This is an optimization exercise on Yosys and OpenROAD, whose aim is small area, a short achievable clock period and few clock cycles per item, not a production implementation.
At most, simulation tests tie the RTL to the original design; equivalence was not proved.

## grid_liquid_diffusion_step_unit
module grid_liquid_diffusion_step_unit #(
	parameter int MAX_WIDTH   = gdiff_pkg::MAX_WIDTH_DEF,
	parameter int AMOUNT_BITS = gdiff_pkg::AMOUNT_BITS_DEF,
	localparam int DATA_W     = ((AMOUNT_BITS + 7) / 8) * 8
) (
	input  logic                              clk,
	input  logic                              arst_n,
	input  logic                              s_axis_tvalid,
	output logic                              s_axis_tready,
	input  logic [DATA_W-1:0]                 s_axis_tdata,    
	output logic                              m_axis_tvalid,
	input  logic                              m_axis_tready,
	output logic [DATA_W-1:0]                 m_axis_tdata,    
	output logic                              m_axis_tlast,
	input  logic                              cfg_valid,
	output logic                              cfg_ready,
	input  logic [gdiff_pkg::CFG_INDEX_W-1:0] cfg_index,
	input  logic [gdiff_pkg::CFG_DATA_W-1:0]  cfg_data
);
	localparam int AB = AMOUNT_BITS;
	localparam int CW = $clog2(MAX_WIDTH);
	localparam int HB = gdiff_pkg::GRID_H_BITS;
	localparam int D  = gdiff_pkg::OUT_SLOTS;
	localparam int NB = D - 1;
	localparam int PB = (NB > 1) ? $clog2(NB) : 1;
	localparam int RW = $clog2(D + 2);
	localparam int ZW = gdiff_pkg::ZW;
	localparam int SW = ZW + 2;
	logic [CW-1:0] wl_q, wl_n;
	logic [HB-1:0] hl_q, hl_n;
	logic [AB-1:0] den_q, den_n;
	logic [CW-1:0] col_q, col_n;
	logic [HB-1:0] row_q, row_n;
	logic          top_q, top_n;
	logic          sec_q, sec_n;
	logic          bot_q, bot_n;
	logic [CW-1:0] pa_q, pa_n;
	logic          fpend_q, fpend_n;
	logic [CW-1:0] fcol_q, fcol_n;
	logic          cfg_wait_n;
	logic [RW-1:0] resv_q, resv_n;
	logic          tready_q, tready_n;
	logic          cready_q, cready_n;
	logic          lt_d0, lt_d1, lt_d2;
	logic          fiss;
	logic          start_free;
	logic          acc;
	logic          cfg_take;
	logic          rate_take;
	logic          produce;
	logic          pop;
	logic [CW-1:0] tok_col;
	logic          rc_hold;
	logic [8:0]    b_one, b_two, b_neg;
  ...
Settings: LEC_CHECK=0, CAP_MARGIN=20, CORE_MARGIN=2, CORE_UTILIZATION=40, CTS_CLUSTER_DIAMETER=100, CTS_CLUSTER_SIZE=28, SETUP_SLACK_MARGIN=3.9, SLEW_MARGIN=20; clock period 7.0 ns.
run.sh (not shown) runs the stock make flow with config.mk's settings and CLKGATE_MAP_FILE= SYNTH_SCRIPT=/design/flow/synth_recipe.tcl, a recipe that flattens the netlist after the stock synthesis.
Testbench counts at the start, summed over its fixed seeds: cycles 6,896, items 6,464.
==> next run, changes <==
--- a/flow/design.v
+++ b/flow/design.v
@@ -847,25 +847,25 @@
 		slot_a0 = top_q ? slot_n0 : (fiss ? lt_d2 : lt_d1);
 		slot_n  = pop || slot_n0;
 		slot_a  = top_q ? slot_n : (pop ? slot_n0 : slot_a0);
 		if (cfg_take) begin
 			t_sel = (cfg_index == 2'd3) ? (slot_n ? t_n1 : t_n0) : 1'b1;
 		end else if (acc) begin
 			t_sel = slot_a ? t_a1 : t_a0;
 		end else begin
 			t_sel = slot_n ? t_n1 : t_n0;
 		end
 		cfg_wait_n = cfg_valid && !cready_q;
 		tready_n = t_sel && !cfg_wait_n && !rate_take && !rc_hold;
-		cready_n = cfg_wait_n && !(acc ? (fend_a || fpend_nf) : fpend_nf);
+		cready_n = cfg_wait_n && !acc && !fpend_nf;
 	end
 	always_ff @(posedge clk or negedge arst_n) begin
 		if (!arst_n) begin
 			wl_q     <= CW'(MAX_WIDTH - 1);
 			hl_q     <= HB'(31);
 			den_q    <= AB'(8);
 			col_q    <= '0;
 			row_q    <= '0;
 			top_q    <= 1'b1;
 			sec_q    <= 1'b0;
 			bot_q    <= 1'b0;
 			pa_q     <= '0;
@@ -1176,20 +1176,20 @@
 			end
 			cnt_q <= cnt_q + RW'(to_buf) - RW'(from_buf);
 		end
 	end
 	always_ff @(posedge clk) begin
 		if (load_out) begin
 			if (cnt_q != '0) begin
 				{m_last_q, m_data_q} <= buf_q[rd_q];
 			end else begin
 				{m_last_q, m_data_q} <= {o_l_q, res};
 			end
 		end
-		if (to_buf) begin
+		if (o_v_q) begin
 			buf_q[wr_q] <= {o_l_q, res};
 		end
 	end
 	assign m_axis_tvalid = m_valid_q;
 	assign m_axis_tdata  = DATA_W'(m_data_q);
 	assign m_axis_tlast  = m_last_q;
 endmodule
Result:
- The changed run ran to the end with no violations
- die area hardly moves
- core utilization came out lower by 0.15 points
- critical path depth came out lower by 2
- global-route usage came out higher by 0.18 points
- register-to-register slack gets worse by 0.09 ns
- wire length came out higher by 0.61%
- worst setup slack gets worse by 0.095 ns
- first-iteration DRC count came out higher by 8.3%
- via count came out higher by 0.45%
- final cell count hardly moves
Testbench counts after the change, summed over its fixed seeds: cycles 6,896, items 6,464.

---

red:
Another version of the RTL of grid_liquid_diffusion_step_unit (not shown whole).
Size in the first run: about 1,500 flip-flops, roughly 59 I/O pins.
==> module gdiff_add, before the edit <==
module gdiff_add #(
	parameter int W = 16
) (
	input  logic [W-1:0] a,
	input  logic [W-1:0] b,
	input  logic         cin,
	output logic [W-1:0] sum,
	output logic         cout
);
	assign {cout, sum} = {1'b0, a} + {1'b0, b} + (W + 1)'(cin);
endmodule
Settings: LEC_CHECK=0, CAP_MARGIN=20, CORE_MARGIN=2, CORE_UTILIZATION=40, SETUP_SLACK_MARGIN=4.0, SLEW_MARGIN=20; clock period 7.0 ns.
Relative to red, the following input files were edited for blue:
--- a/flow/design.v
+++ b/flow/design.v
@@ -677,5 +677,24 @@
 	output logic         cout
 );
-	assign {cout, sum} = {1'b0, a} + {1'b0, b} + (W + 1)'(cin);
+	localparam int N = W + 1;        
+	localparam int L = $clog2(N);
+	logic [N-1:0] g [L+1];
+	logic [N-1:0] p [L+1];
+	assign g[0] = {a & b, cin};
+	assign p[0] = {a ^ b, 1'b0};
+	for (genvar l = 0; l < L; l++) begin : g_lvl
+		for (genvar i = 0; i < N; i++) begin : g_bit
+			if (((i >> l) & 1) == 1) begin : g_op
+				localparam int J = ((i >> l) << l) - 1;
+				assign g[l+1][i] = g[l][i] | (p[l][i] & g[l][J]);
+				assign p[l+1][i] = p[l][i] & p[l][J];
+			end else begin : g_pass
+				assign g[l+1][i] = g[l][i];
+				assign p[l+1][i] = p[l][i];
+			end
+		end
+	end
+	assign sum  = p[0][N-1:1] ^ g[L][N-2:0];
+	assign cout = g[L][N-1];
 endmodule
 module grid_liquid_diffusion_step_unit #(
Findings:
- On cell count: blue sits below red.
- [diff] worst hold slack, blue relative to red: improvement
- red → blue: count of instances resized after the clock tree is built went down by 84, routed wire length down 7200 um, routability congestion estimate lost 0.0040, critical path depth now sits higher, simple-gate portion of the synthesized area roughly the same.
- Compared red against blue; number of clock sinks within noise.
- Relative to red, blue degrades setup slack after layout.
- blue ended up with adder cells as its main combinational cell family by area after synthesis; red ended up with compound AO/OA/AOI/OAI gates.
No functional check of the RTL was part of any run of this note.

==> what the ideal ports hide <==
How much do the figures lean on ideal ports? The routed layouts below were timed once more, with nothing changed but the port constraints. Step 1 sets driving cells, clkbuf_16 on the clock port and buf_2 on the other inputs (assumed; they add their load-dependent delay and slew). Step 2, shift: input delay + t, output delay - t, t = (earliest + latest rising clock arrival at the registers) / 2. This alone moves slack from input paths to output paths. a / b / c = ideal / step 1 / step 2; a / b = the first two.
run	t (ns)	setup WS [ns]	worst slew at a driven data input, ns
the first run of note 1	0.756	3.887 / 3.887 / 3.309	0.07
the second run of note 1	0.755	3.792 / 3.792 / 3.338	0.09
red	0.807	3.349 / 3.349 / 3.349	0.04
blue	0.833	2.965 / 2.965 / 2.965	0.05
After both steps setup and hold are still met in every run listed. The setup slack of the first run of note 1, which loses most, moves by 0.000 ns with the drivers and by -0.578 ns with both steps.
